Source: an optimization exercise on an open RTL-to-GDS flow (aim: small area, a short achievable clock period and few clock cycles per item). Production flows keep margins and buffers that such runs may drop.
RTL that was checked went through simulation tests only; none was proved equivalent to the original.
Only the layout flow was run in run 1; the RTL was not checked for function there.
Power is estimated from default activity; no workload was simulated.

## flow/design.v (module list and top-level ports; edited modules follow where they fit)
// module yuv2rgb_top: 1798 lines
// module csa_fa: 4 lines
// module ready_gate: 3 lines
// module csa_maj: 3 lines
// module pfx_and2: 3 lines
// module pfx_inv: 3 lines
// module pfx_nand2: 3 lines
// module pfx_nor2: 3 lines
// module pfx_xor2: 3 lines
// module pfx_xnor2: 3 lines
// module pfx_a21oi: 3 lines
// module pfx_o21ai: 3 lines
// module pfx_a21boi: 3 lines
// module pfx_o21bai: 3 lines
// module pfx_nand2b: 3 lines
// module pfx_nor2b: 3 lines
module yuv2rgb_top
(
	input logic CLOCK_50_I,
	input logic resetn,
	input logic in_valid,
	output logic in_ready,
	input logic [7:0] y,
	input logic [7:0] u,
	input logic [7:0] v,
	output logic out_valid,
	input logic out_ready,
	output logic [7:0] r,
	output logic [7:0] g,
	output logic [7:0] b
);
  // ...
==> flow/flow/run.sh <==
#!/bin/bash
# The standard layout (standard.sh: ORFS synthesis to final layout), with one
# change: the buffers that buffer_ports puts on every input and output port are
# plain sky130_fd_sc_hd__buf_1 cells instead of the default (a slow delay
# buffer).  Every port still gets its own buffer; the resizer may resize them.
set -euo pipefail
bash standard.sh "BUFFER_PORTS_ARGS=-buffer_cell sky130_fd_sc_hd__buf_1" finish > flow_standard.log 2>&1
==> flow/standard.sh <==
#!/bin/bash
# synth_recipe.tcl (not shown) runs the flow's synth.tcl, then flattens the netlist and writes it again
# the make line also repeats each setting of config.mk as NAME=value (left out here)
make -C /OpenROAD-flow-scripts/flow DESIGN_CONFIG=/design/flow/config.mk WORK_HOME=/design/flow/orfs CLKGATE_MAP_FILE= SYNTH_SCRIPT=/design/flow/synth_recipe.tcl "${@:-finish}"
==> flow/config.mk <==
export PLATFORM = sky130hd
export DESIGN_NAME = yuv2rgb_top
export DESIGN_NICKNAME = yuv2rgb_top
export VERILOG_FILES = /design/flow/design.v
export SDC_FILE = /design/flow/constraint.sdc
export NUM_CORES = 4
export LEC_CHECK = 0
export CAP_MARGIN = 20
export CORE_MARGIN = 2
export CORE_UTILIZATION = 40
export SETUP_SLACK_MARGIN = 4.4
export SLEW_MARGIN = 20
export SYNTH_HIERARCHICAL = 1
==> flow/constraint.sdc <==
create_clock -name core_clock -period 8.0 [get_ports {CLOCK_50_I}]
set_input_delay 1.6000 -clock core_clock [delete_from_list [all_inputs] [get_ports {CLOCK_50_I}]]
set_output_delay 1.6000 -clock core_clock [all_outputs]
set_load 0.01 [all_outputs]
==> run_summary.xml, run 1 <==
<?xml version="1.0" encoding="UTF-8"?>
<metrics>
  <group name="logic_synthesis">
    <metric name="synth.most_common_cell" unit="">xor2_1</metric>
    <metric name="yosys.area.top_type" unit="">fa_1</metric>
    <metric name="synth_xor_area_frac" unit="">0.143</metric>
    <metric name="synthesis.yosys.warnings" unit="">7</metric>
    <metric name="post_synth_top_area_share" unit="">0.248</metric>
  </group>
  <group name="final_layout">
    <metric name="comb.multi_input.count" unit="">734</metric>
    <metric name="num-clock-buffers" unit="">12</metric>
    <metric name="num-fill-cells" unit="">2131</metric>
    <metric name="diodes" unit="">0</metric>
    <metric name="final_common_cell" unit="">xor2_1</metric>
    <metric name="buffers_excl_clock" unit="">116</metric>
  </group>
  <group name="cts">
    <metric name="post_cts_hold_buffer_count" unit="">0</metric>
    <metric name="cts_tree" unit="">yes</metric>
    <metric name="cts.htree.levels" unit="">3</metric>
  </group>
  <group name="drt">
    <metric name="routed_wirelength_normalized_by_instance_count" unit="µm">14.5</metric>
    <metric name="drt-initial-drc-count" unit="">251</metric>
    <metric name="met3RoutedLength" unit="µm">534</metric>
  </group>
  <group name="power_and_ir_drop">
    <metric name="share_seq_of_total_power" unit="">0.179</metric>
    <metric name="p_sw" unit="W">0.00195</metric>
  </group>
  <group name="run_status">
    <metric name="run_status" unit="">no timing/DRC/antenna violations</metric>
  </group>
  <group name="global_routing">
    <metric name="gr-max-usage-layer" unit="">met2</metric>
    <metric name="grt.total_usage" unit="">0.173</metric>
    <metric name="grt_pass1_vias" unit="">6521</metric>
    <metric name="met2_usage" unit="">0.300</metric>
  </group>
  <group name="die">
    <metric name="initial_core_util" unit="">0.408</metric>
  </group>
  <group name="timing">
    <metric name="finalHoldViolCount" unit="">0</metric>
    <metric name="whs" unit="ps">561</metric>
  </group>
  <group name="worst_setup_path">
    <metric name="crit_path_start_kind" unit="">primary input</metric>
    <metric name="worstPathBufferInverterCount" unit="">2</metric>
    <metric name="slowest_delay" unit="ps">570</metric>
    <metric name="endpoint" unit="">ypa[22]</metric>
    <metric name="data_arrival_at_the_endpoint_of_the_critical_path" unit="ps">3700</metric>
  </group>
  <group name="min_path">
    <metric name="whs_path_depth" unit="">2</metric>
  </group>
</metrics>
==> inputs of run 2 (changes only) <==
--- a/flow/design.v
+++ b/flow/design.v
@@ -11,28 +11,27 @@
 	input logic [7:0] u,
 	input logic [7:0] v,
 	output logic out_valid,
 	input logic out_ready,
 	output logic [7:0] r,
 	output logic [7:0] g,
 	output logic [7:0] b
 );
-	logic a_valid, b_ready, a_rdy;
+	logic a_valid, b_ready;
 	logic [7:0] ua, va;
 	logic [9:0] r_w, rq_w, r_v;
 	logic [9:0] g_w, gq_w, g_v;
 	logic [9:0] b_w, bq_w, b_v;
 	logic b_in;
 	assign b_ready = !out_valid || out_ready;
-	assign a_rdy = !a_valid || b_ready;
-	ready_gate rdy_g (.a_valid(a_valid), .out_valid(out_valid), .out_ready(out_ready), .in_ready(in_ready));
+	assign in_ready = !a_valid || b_ready;
 	always_ff @(posedge CLOCK_50_I or negedge resetn)
 		if (!resetn) a_valid <= 1'b0;
-		else if (a_rdy) a_valid <= in_valid;
+		else if (in_ready) a_valid <= in_valid;
 	logic [22:0] yp, ypa;
 	logic p1;
 	assign p1 = y[2] ^ y[0];
 	logic p2;
 	assign p2 = y[2] | y[0];
 	logic p3;
 	logic p4;
 	csa_fa pfa1 (.a(y[3]), .b(y[1]), .c(p2), .s(p3), .co(p4));
@@ -344,17 +343,17 @@
 	logic p164;
 	pfx_a21oi pg140 (.a(p162), .b(p163), .c(p161), .y(p164));
 	logic p165;
 	pfx_nand2b pg141 (.a(p162), .b(p147), .y(p165));
 	logic p166;
 	pfx_o21ai pg142 (.a(p165), .b(p132), .c(p164), .y(p166));
 	assign yp = {p160, p153, p149, p144, p140, p135, p133, p125, p118, p111, p107, p103, p100, p97, p94, p90, p86, p82, p80, p77, p74, p72, y[0]};
 	always_ff @(posedge CLOCK_50_I)
-		if (in_valid && a_rdy) begin
+		if (in_valid && in_ready) begin
 			ypa <= yp; ua <= u; va <= v;
 		end
 	logic n1;
 	logic n2;
 	csa_fa nfa1 (.a(ypa[0]), .b(va[2]), .c(va[1]), .s(n1), .co(n2));
 	logic n3;
 	logic n4;
 	csa_fa nfa2 (.a(ypa[1]), .b(va[3]), .c(va[2]), .s(n3), .co(n4));
@@ -1798,19 +1797,16 @@
 	assign b_v = bq_w ^ 10'b0000000000;
 	assign b_in = (b_v[9] == b_v[8]) && (b_v[8] == b_v[7]);
 	assign b = b_in ? {~b_v[7], b_v[6:0]} : b_v[9] ? 8'd0 : 8'd255;
 endmodule
 module csa_fa (input logic a, input logic b, input logic c, output logic s, output logic co);
 	assign s = a ^ b ^ c;
 	assign co = (a & b) | (a & c) | (b & c);
 endmodule
-module ready_gate (input logic a_valid, input logic out_valid, input logic out_ready, output logic in_ready);
-	assign in_ready = !a_valid || !out_valid || out_ready;
-endmodule
 module csa_maj (input logic a, input logic b, input logic c, output logic y);
 	assign y = (a & b) | (a & c) | (b & c);
 endmodule
 module pfx_and2 (input logic a, input logic b, output logic y);
 	assign y = a & b;
 endmodule
 module pfx_inv (input logic a, output logic y);
 	assign y = ~a;
==> flow/config.mk (replaced) <==
export PLATFORM = sky130hd
export DESIGN_NAME = yuv2rgb_top
export DESIGN_NICKNAME = yuv2rgb_top
export VERILOG_FILES = /design/flow/design.v
export SDC_FILE = /design/flow/constraint.sdc
export NUM_CORES = 4
export LEC_CHECK = 0
export CAP_MARGIN = 20
export CORE_MARGIN = 2
export CORE_UTILIZATION = 40
export SETUP_SLACK_MARGIN = 4.2
export SLEW_MARGIN = 20
export SYNTH_HIERARCHICAL = 1
==> run 2 against run 1 <==
Sequential power about the same. Sequential cell count did not move. Combinational power decreased by 7.6%. Utilization shrank 1.6 points. Area after synthesis is essentially flat. Largest power group unchanged. Largest cell class unchanged. Clock power about the same. Final area shrank 3.4%. First-iteration DRC count grew 12%. Register-to-register slack got worse by 130 ps. Power is 5.4% lower. Clock skew decreased by 3.8 ps. Die area about the same.
==> run_summary.xml, run 2 <==
<?xml version="1.0" encoding="UTF-8"?>
<metrics>
  <group name="run_status">
    <metric name="run_status" unit="">no timing/DRC/antenna violations</metric>
  </group>
  <group name="final_layout">
    <metric name="largest_register" unit="">ypa</metric>
    <metric name="syn_to_final_growth" unit="%">14.5</metric>
    <metric name="final_common_cell" unit="">xor2_1</metric>
    <metric name="diodes" unit="">0</metric>
    <metric name="num-nets-final" unit="">1212</metric>
    <metric name="largest_register_ffs" unit="">23</metric>
    <metric name="drive_gt1_frac" unit="">0.175</metric>
    <metric name="commonest_cells_after_routing_fill_and_taps_aside" unit="">xor2_1 (127), inv_1 (120), nor2_1 (116)</metric>
  </group>
  <group name="cts">
    <metric name="post_cts_hold_buffer_count" unit="">0</metric>
    <metric name="cts.root.buffer_cell" unit="">clkbuf_16</metric>
    <metric name="cts_buffer_depth" unit="">2</metric>
    <metric name="clock_sink_count" unit="">71</metric>
    <metric name="cts.htree.levels" unit="">3</metric>
    <metric name="clk_latency" unit="ps">350</metric>
    <metric name="cts_tree" unit="">yes</metric>
    <metric name="cts.clk_slew.worst_paths" unit="ps">60</metric>
    <metric name="numCtsBuffers" unit="">9</metric>
  </group>
  <group name="drt">
    <metric name="drt-initial-drc-count" unit="">282</metric>
    <metric name="postRouteAntennaNets" unit="">0</metric>
    <metric name="1st_pass_router_iterations" unit="">4</metric>
    <metric name="drc_errors" unit="">0</metric>
    <metric name="routed_wirelength_normalized_by_instance_count" unit="µm">14.3</metric>
    <metric name="route.final.wire_length" unit="µm">18900</metric>
    <metric name="avgViaCountPerCell" unit="">4.67</metric>
    <metric name="via_count" unit="">6169</metric>
  </group>
  <group name="timing">
    <metric name="skew_final" unit="ps">9.19</metric>
    <metric name="tns" unit="ps">0</metric>
    <metric name="finalHoldViolCount" unit="">0</metric>
    <metric name="max_slew.worst_pin.slew" unit="ps">917</metric>
    <metric name="min_period" unit="ps">3690</metric>
    <metric name="rsz0062_at_grt" unit="">true</metric>
    <metric name="timing.max_slew.rel_slack" unit="">0.388</metric>
    <metric name="maxSlewViolCount" unit="">0</metric>
    <metric name="timing.final.setup_violations" unit="">0</metric>
    <metric name="setup_ws" unit="ps">4310</metric>
    <metric name="finalCritPeriodShare" unit="">0.462</metric>
    <metric name="achievable-frequency" unit="MHz">271</metric>
  </group>
  <group name="logic_synthesis">
    <metric name="synthesis.yosys.warnings" unit="">7</metric>
    <metric name="post_synth_top_area_share" unit="">0.248</metric>
    <metric name="yosys.area.top_type" unit="">fa_1</metric>
    <metric name="synth_xor_area_frac" unit="">0.143</metric>
    <metric name="synth.most_common_cell" unit="">xor2_1</metric>
    <metric name="number_of_flops_mapped_to_enable_cells_by_yosys" unit="">69</metric>
    <metric name="netlist-cell-type-count" unit="">24</metric>
    <metric name="synth_area_per_cell" unit="µm²">9.97</metric>
    <metric name="sequential_to_total_area_share_from_yosys_stat" unit="">0.229</metric>
    <metric name="ys_top_cells_by_count" unit="">xor2_1 (127), nor2_1 (125), inv_1 (121)</metric>
    <metric name="synthFlopType" unit="">edfxtp_1</metric>
    <metric name="synth_fa_ha_area_frac" unit="">0.342</metric>
    <metric name="synth-compound-area-share" unit="">0.0956</metric>
    <metric name="synth_top_cells_by_area" unit="">fa_1 (25%), edfxtp_1 (22%), xor2_1 (12%), ha_1 (5.3%), nor2_1 (5.1%)</metric>
    <metric name="synth_top_family_by_area" unit="">adder cells</metric>
    <metric name="asyncSetResetFlopFracSynth" unit="">0.0282</metric>
    <metric name="post_synth_and_or_nand_nor_area_fraction" unit="">0.138</metric>
    <metric name="post_synth_inst_count" unit="">929</metric>
    <metric name="yosys-mux-area-fraction" unit="">0</metric>
    <metric name="mappedNetlistArea" unit="µm²">9270</metric>
    <metric name="synthesis.nets" unit="">1111</metric>
    <metric name="ys_seq_elements" unit="">71</metric>
  </group>
  <group name="power_and_ir_drop">
    <metric name="pwr_density_cell" unit="nW/µm²">378</metric>
    <metric name="share_seq_of_total_power" unit="">0.190</metric>
    <metric name="p_sw" unit="W">0.00184</metric>
    <metric name="p_leak" unit="nW">4.50</metric>
    <metric name="cellInternalPower" unit="W">0.00218</metric>
    <metric name="power_frac_comb" unit="">0.699</metric>
    <metric name="switching_share" unit="">0.458</metric>
    <metric name="vdd_drop_max" unit="V">0.000184</metric>
    <metric name="totalPowerFinal" unit="W">0.00402</metric>
    <metric name="share_clk_of_total_power" unit="">0.111</metric>
  </group>
  <group name="worst_setup_path">
    <metric name="max_stage_delay_cell_worst_path" unit="">fa_1</metric>
    <metric name="cp-end-kind" unit="">register</metric>
    <metric name="crit_path_start_kind" unit="">primary input</metric>
    <metric name="path_delay_family" unit="">adder cells</metric>
    <metric name="crit_required" unit="ps">8100</metric>
    <metric name="worstPathBufferInverterCount" unit="">2</metric>
    <metric name="depth_of_the_critical_timing_path_with_buffers_and_inverters_included" unit="">11</metric>
    <metric name="critical_path.reg2reg.endpoint" unit="">gq_w[9]</metric>
    <metric name="setup.reg_to_reg.worst_slack" unit="ps">4350</metric>
    <metric name="r2r_start" unit="">va[5]</metric>
    <metric name="path_cells" unit="">buf_4 &gt; fa_1 &gt; fa_2 &gt; nor2_4 &gt; nor2_1 &gt; a21oi_2 &gt; o21ai_1 &gt; a21oi_2 &gt; inv_2 &gt; a21oi_2 &gt; xnor2_1</metric>
    <metric name="slowest_delay" unit="ps">570</metric>
    <metric name="endpoint" unit="">ypa[18]</metric>
    <metric name="worst-r2r-cell-count" unit="">14</metric>
    <metric name="timing_worst_setup_path_type" unit="">primary input to register</metric>
    <metric name="critPathMostFrequentCell" unit="">a21oi_2</metric>
    <metric name="data_arrival_at_the_endpoint_of_the_critical_path" unit="ps">3790</metric>
    <metric name="cp_max_fo" unit="">8</metric>
    <metric name="timing.critical_path.from" unit="">y[4]</metric>
  </group>
  <group name="global_routing">
    <metric name="grt_pass1_vias" unit="">6420</metric>
    <metric name="grt_antenna_before_repair" unit="">0</metric>
    <metric name="globalRouteOverflowTotal" unit="">0</metric>
    <metric name="largest_net_degree_at_the_start_of_global_routing" unit="">40</metric>
    <metric name="first_pass_grt_wire_length" unit="µm">32000</metric>
    <metric name="grt.total_usage" unit="">0.169</metric>
  </group>
  <group name="die">
    <metric name="fp.coreArea" unit="µm²">22700</metric>
    <metric name="die_area" unit="µm²">24400</metric>
    <metric name="initial_core_util" unit="">0.408</metric>
    <metric name="dieWidth" unit="µm">156</metric>
    <metric name="row_count" unit="">55</metric>
    <metric name="die_h" unit="µm">156</metric>
    <metric name="io_pins" unit="">54</metric>
  </group>
  <group name="place">
    <metric name="place_congestion" unit="">0.831</metric>
    <metric name="dpl.hpwl" unit="µm">14900</metric>
    <metric name="detailedPlace.worstSlack" unit="ps">3640</metric>
    <metric name="port_buffers" unit="">53</metric>
  </group>
  <group name="min_path">
    <metric name="hold_path.class" unit="">register to register</metric>
  </group>
  <group name="run">
    <metric name="cap_violations" unit="">0</metric>
  </group>
</metrics>
## run 2: changes by cell type in the layout (fill, tap and decap cells not counted), sizes merged
cell | previous run | this run
buf | 116 | 89
clkbuf | 12 | 17
a21boi | 23 | 22
a21o | 1 | 0
and2 | 1 | 2
nand2b | 20 | 21
nor2b | 23 | 22
## run 2: cell families (layout without fill, tap and decap cells)
| logic type | count (synthesis) | in the layout |
|---|---|---|
| adder cells (fa/ha/maj) | 188 | 188 |
| buffers and inverters | 125 | 231 |
| AND/OR/NAND/NOR | 265 | 265 |
| flip-flops | 71 | 71 |
| AO/OA/AOI/OAI | 129 | 129 |
| XOR/XNOR | 151 | 151 |
## run 2: stage by stage
stage / util / instance area (µm²) / hold WS (ps) / instances
CTS: 0.463 / 10500 / 502 / 1317
global placement: 0.433 / 9830 / 478 / 1268
finish: 0.467 / 10600 / 495 / 1320
global route: 0.467 / 10600 / 521 / 1320
detailed placement: 0.433 / 9830 / 476 / 1268
floorplan: - / 9270 / 449 / 929
## run 2: power by group through the flow
stage / Clock [W] / Combinational [W] / Sequential (W)
final: 0.000447 / 0.00281 / 0.000762
after floorplan: 0 / 0.00225 / 0.000741
after global placement: 0 / 0.00266 / 0.000791
after global routing: 0.000476 / 0.00316 / 0.000782
after detailed placement: 0 / 0.00270 / 0.000795
after CTS: 0.000462 / 0.00276 / 0.000765
## run 2: what timing repair did
item / CTS / global route
setup buffers: 33 / 3
hold endpoints to repair: 0 / 0
pin swaps: 0 / 3
gates resized for setup: 5 / 29
endpoints found under the setup margin: 28 / 17
gates cloned: 0 / 0
## run 2: area by class of cell
class / count / area [µm²]
inverters: 121 / 454
clock buffers: 12 / 246
flip-flops and latches: 71 / 2120
fillers: 2150 / 12100
clock inverters: 4 / 76.3
well taps: 285 / 357
repair buffers: 94 / 631
multi-input cells: 733 / 6730
## run 2: metal layers
metal  up-vias  GRT usage  share of wire
met5         -          0              0
met4         0     0.0459          0.015
met3        20     0.0228          0.021
met2        74      0.290           0.48
met1      2900      0.225           0.48
li1       3175          -              -
## run 2: modules after synthesis (local to each module, per instance), excerpt
module / area [µm²] / times used
pfx_o21bai: 7.51 / 3
pfx_a21oi: 8.76 / 37
pfx_xnor2: 8.76 / 24
pfx_xor2: 8.76 / 126
pfx_o21ai: 5.00 / 60
pfx_nor2b: 13.8 / 22
pfx_nand2b: 6.26 / 18
yuv2rgb_top: 3220 / 1
pfx_nor2: 3.75 / 102
pfx_nand2: 3.75 / 94
## run 2: how the worst min path moves through the flow
stage | slack [ps] | from | to | cells after the start
global route | 520 | a_valid | out_valid | 1
CTS | 500 | a_valid | out_valid | 1
floorplan | 450 | a_valid | out_valid | 1
global placement | 480 | a_valid | out_valid | 1
detailed placement | 480 | a_valid | out_valid | 1
finish | 490 | a_valid | out_valid | 1
Testbench counts of run 2, summed over its fixed seeds: cycles 32,016, pixels 32,000.
==> inputs of run 3 (changes only) <==
--- a/flow/config.mk
+++ b/flow/config.mk
@@ -9,5 +9,5 @@
 export CORE_MARGIN = 2
 export CORE_UTILIZATION = 40
-export SETUP_SLACK_MARGIN = 4.2
+export SETUP_SLACK_MARGIN = 4.3
 export SLEW_MARGIN = 20
 export SYNTH_HIERARCHICAL = 1
==> run 3 against run 2 <==
Count of clock-buffer cells in the layout down 1. Utilization up 0.64 points. Critical path depth unchanged. Cell count up 0.91%.
==> run_summary.xml, run 3 <==
<?xml version="1.0" encoding="UTF-8"?>
<metrics>
  <group name="global_routing">
    <metric name="grt_pass1_vias" unit="">6361</metric>
    <metric name="grt.total_usage" unit="">0.168</metric>
    <metric name="grt_antenna_before_repair" unit="">0</metric>
    <metric name="globalRouteOverflowTotal" unit="">0</metric>
    <metric name="largest_net_degree_at_the_start_of_global_routing" unit="">40</metric>
    <metric name="first_pass_grt_wire_length" unit="µm">31800</metric>
  </group>
  <group name="logic_synthesis">
    <metric name="asyncSetResetFlopFracSynth" unit="">0.0282</metric>
    <metric name="synth_area_per_cell" unit="µm²">9.97</metric>
    <metric name="sequential_to_total_area_share_from_yosys_stat" unit="">0.229</metric>
    <metric name="synth.most_common_cell" unit="">xor2_1</metric>
    <metric name="synth_top_cells_by_area" unit="">fa_1 (25%), edfxtp_1 (22%), xor2_1 (12%), ha_1 (5.3%), nor2_1 (5.1%)</metric>
    <metric name="yosys.area.top_type" unit="">fa_1</metric>
    <metric name="synthesis.yosys.warnings" unit="">7</metric>
    <metric name="post_synth_inst_count" unit="">929</metric>
    <metric name="mappedNetlistArea" unit="µm²">9270</metric>
    <metric name="number_of_flops_mapped_to_enable_cells_by_yosys" unit="">69</metric>
    <metric name="synthesis.nets" unit="">1111</metric>
    <metric name="ys_seq_elements" unit="">71</metric>
    <metric name="post_synth_top_area_share" unit="">0.248</metric>
    <metric name="netlist-cell-type-count" unit="">24</metric>
    <metric name="ys_top_cells_by_count" unit="">xor2_1 (127), nor2_1 (125), inv_1 (121)</metric>
    <metric name="synthFlopType" unit="">edfxtp_1</metric>
  </group>
  <group name="timing">
    <metric name="tns" unit="ps">0</metric>
    <metric name="skew_final" unit="ps">10.8</metric>
    <metric name="maxSlewViolCount" unit="">0</metric>
    <metric name="finalCritPeriodShare" unit="">0.454</metric>
    <metric name="min_period" unit="ps">3630</metric>
    <metric name="timing.final.setup_violations" unit="">0</metric>
    <metric name="rsz0062_at_grt" unit="">true</metric>
    <metric name="finalHoldViolCount" unit="">0</metric>
    <metric name="max_slew.worst_pin.slew" unit="ps">887</metric>
    <metric name="achievable-frequency" unit="MHz">275</metric>
    <metric name="timing.max_slew.rel_slack" unit="">0.409</metric>
  </group>
  <group name="worst_setup_path">
    <metric name="endpoint" unit="">ypa[18]</metric>
    <metric name="data_arrival_at_the_endpoint_of_the_critical_path" unit="ps">3730</metric>
    <metric name="cp_max_fo" unit="">5</metric>
    <metric name="worst-r2r-cell-count" unit="">15</metric>
    <metric name="critical_path.reg2reg.endpoint" unit="">gq_w[9]</metric>
    <metric name="timing_worst_setup_path_type" unit="">primary input to register</metric>
    <metric name="r2r_start" unit="">va[3]</metric>
    <metric name="crit_path_start_kind" unit="">primary input</metric>
    <metric name="setup.reg_to_reg.worst_slack" unit="ps">4400</metric>
    <metric name="crit_required" unit="ps">8100</metric>
    <metric name="cp-end-kind" unit="">register</metric>
    <metric name="timing.critical_path.from" unit="">y[6]</metric>
  </group>
  <group name="run">
    <metric name="cap_violations" unit="">0</metric>
  </group>
  <group name="power_and_ir_drop">
    <metric name="totalPowerFinal" unit="W">0.00403</metric>
    <metric name="power_frac_comb" unit="">0.701</metric>
    <metric name="share_clk_of_total_power" unit="">0.110</metric>
    <metric name="switching_share" unit="">0.456</metric>
    <metric name="share_seq_of_total_power" unit="">0.189</metric>
    <metric name="p_sw" unit="W">0.00184</metric>
    <metric name="pwr_density_cell" unit="nW/µm²">375</metric>
    <metric name="vdd_drop_max" unit="V">0.000181</metric>
    <metric name="cellInternalPower" unit="W">0.00219</metric>
    <metric name="p_leak" unit="nW">4.57</metric>
  </group>
  <group name="die">
    <metric name="row_count" unit="">55</metric>
    <metric name="io_pins" unit="">54</metric>
    <metric name="dieWidth" unit="µm">156</metric>
    <metric name="die_area" unit="µm²">24400</metric>
    <metric name="die_h" unit="µm">156</metric>
    <metric name="fp.coreArea" unit="µm²">22700</metric>
    <metric name="initial_core_util" unit="">0.408</metric>
  </group>
  <group name="drt">
    <metric name="routed_wirelength_normalized_by_instance_count" unit="µm">14.1</metric>
    <metric name="drt-initial-drc-count" unit="">261</metric>
    <metric name="route.final.wire_length" unit="µm">18800</metric>
    <metric name="via_count" unit="">6234</metric>
    <metric name="avgViaCountPerCell" unit="">4.68</metric>
    <metric name="drc_errors" unit="">0</metric>
    <metric name="1st_pass_router_iterations" unit="">4</metric>
    <metric name="postRouteAntennaNets" unit="">0</metric>
  </group>
  <group name="place">
    <metric name="place_congestion" unit="">0.817</metric>
    <metric name="dpl.hpwl" unit="µm">14800</metric>
    <metric name="port_buffers" unit="">53</metric>
  </group>
  <group name="final_layout">
    <metric name="num-nets-final" unit="">1224</metric>
    <metric name="largest_register_ffs" unit="">23</metric>
    <metric name="commonest_cells_after_routing_fill_and_taps_aside" unit="">xor2_1 (126), inv_1 (118), nor2_1 (116)</metric>
    <metric name="final_common_cell" unit="">xor2_1</metric>
    <metric name="largest_register" unit="">ypa</metric>
    <metric name="drive_gt1_frac" unit="">0.190</metric>
    <metric name="diodes" unit="">0</metric>
    <metric name="syn_to_final_growth" unit="%">16.1</metric>
  </group>
  <group name="cts">
    <metric name="cts.root.buffer_cell" unit="">clkbuf_16</metric>
    <metric name="post_cts_hold_buffer_count" unit="">0</metric>
    <metric name="cts_tree" unit="">yes</metric>
    <metric name="cts.clk_slew.worst_paths" unit="ps">60</metric>
    <metric name="cts.htree.levels" unit="">3</metric>
    <metric name="clock_sink_count" unit="">71</metric>
    <metric name="numCtsBuffers" unit="">9</metric>
    <metric name="cts_buffer_depth" unit="">2</metric>
    <metric name="clk_latency" unit="ps">350</metric>
  </group>
  <group name="min_path">
    <metric name="hold_path.class" unit="">register to register</metric>
  </group>
  <group name="run_status">
    <metric name="run_status" unit="">no timing/DRC/antenna violations</metric>
  </group>
</metrics>
## run 3: cell counts after synthesis
No cell type changed its count.
## run 3: worst min path at each step
| stage | depth (start not counted) | endpoint | slack (ps) | start |
|---|---|---|---|---|
| after detailed placement | 1 | out_valid | 470 | a_valid |
| final | 1 | out_valid | 490 | a_valid |
| after global routing | 1 | out_valid | 520 | a_valid |
| after global placement | 1 | out_valid | 470 | a_valid |
| after CTS | 1 | out_valid | 500 | a_valid |
| after floorplan | 1 | out_valid | 450 | a_valid |
## run 3: Yosys stat by module, one instance, submodules excluded, a selection
module	flops+latches	area, µm²	copies in the design	cells
pfx_xor2	0	8.76	126	1
pfx_o21ai	0	5.00	60	1
csa_maj	0	11.3	34	1
pfx_a21oi	0	8.76	37	1
pfx_nor2	0	3.75	102	1
pfx_nand2b	0	6.26	18	1
yuv2rgb_top	71	3220	1	241
pfx_nand2	0	3.75	94	1
pfx_nor2b	0	13.8	22	1
csa_fa	0	20.0	115	1
pfx_a21boi	0	11.3	7	1
pfx_o21bai	0	7.51	3	1
pfx_inv	0	3.75	46	1
## run 3: layer usage
layer  vias to the layer above  part of all wire  global-route usage
met5                         -                 0                   0
met4                         0             0.011              0.0380
met3                        10             0.033              0.0256
met2                        80              0.49               0.287
met1                      2944              0.47               0.225
li1                       3200                 -                   -
## run 3: what timing repair did
item,in CTS,in global routing
pin swaps,5,14
setup endpoints to repair,36,24
gates resized for setup,18,26
buffers inserted,43,6
hold endpoints to repair,0,0
## run 3: kinds of logic (layout without fill, tap and decap cells)
family                   after synthesis  in the layout  share of synthesized area
adder cells (fa/ha/maj)              188            188                      0.342
buffers and inverters                125            243                     0.0524
AO/OA/AOI/OAI                        129            129                     0.0956
flip-flops                            71             71                      0.229
XOR/XNOR                             151            151                      0.143
AND/OR/NAND/NOR                      265            265                      0.138
## run 3: metrics by stage
| step | setup WS, ps | instance area [µm²] | instances | utilization | hold slack (ps) |
|---|---|---|---|---|---|
| 2_1_floorplan | 4270 | 9270 | 929 | - | 449 |
| 3_3_place_gp | 3700 | 9820 | 1267 | 0.433 | 473 |
| 3_5_place_dp | 3640 | 9820 | 1267 | 0.433 | 470 |
| 4_1_cts | 4300 | 10600 | 1326 | 0.467 | 496 |
| 5_1_grt | 4210 | 10800 | 1332 | 0.474 | 518 |
| 6_report | 4370 | 10800 | 1332 | 0.474 | 491 |
## run 3: final cells by class
cell class / instances / area, µm²
Multi-Input combinational cell: 733 / 6760
Fill cell: 2101 / 12000
Timing Repair Buffer: 106 / 741
Clock buffer: 11 / 243
Clock inverter: 5 / 81.3
Inverter: 121 / 454
Sequential cell: 71 / 2120
Tap cell: 285 / 357
## run 3: worst max-delay path, cell delays in order
cell and delay, ps:
buf_12 110, fa_1 550, fa_2 480, nor2_4 160, o21ai_2 90, a21oi_2 100, o21ai_1 80, a21oi_2 240
inv_2 100, a21oi_2 160, xnor2_1 70
## run 3: power by group through the flow
stage | Sequential, W | Combinational [W] | Clock [W]
4_1_cts | 0.000764 | 0.00277 | 0.000453
2_1_floorplan | 0.000741 | 0.00226 | 0
3_5_place_dp | 0.000797 | 0.00269 | 0
5_1_grt | 0.000784 | 0.00319 | 0.000469
3_3_place_gp | 0.000793 | 0.00266 | 0
6_report | 0.000762 | 0.00283 | 0.000443

-- afterwards: timing with drivers on the ports --
Ports are ideal in the flow. The routed layouts listed here were re-timed in OpenROAD.
Step 1 sets driving cells, clkbuf_16 on the clock port and buf_2 on the other inputs (assumed; they add their load-dependent delay and slew).
Step 2, shift: input delay + t, output delay - t, t = (earliest + latest rising clock arrival at the registers) / 2. This alone moves slack from input paths to output paths.
Three values: ideal ports, drivers, drivers and shift; two values: the first two.
run | t (ns) | slack for setup (ns) | pins driven straight from the clock port
run 1 | 0.391 | 4.387 / 4.390 / 4.014 | 1
run 2 | 0.389 | 4.307 / 4.331 / 3.943 | 1
run 3 | 0.384 | 4.370 / 4.367 / 3.984 | 1
After both steps every run listed still meets setup and hold. The setup slack of run 3, which loses most, moves by -0.003 ns with the drivers and by -0.386 ns with both steps.
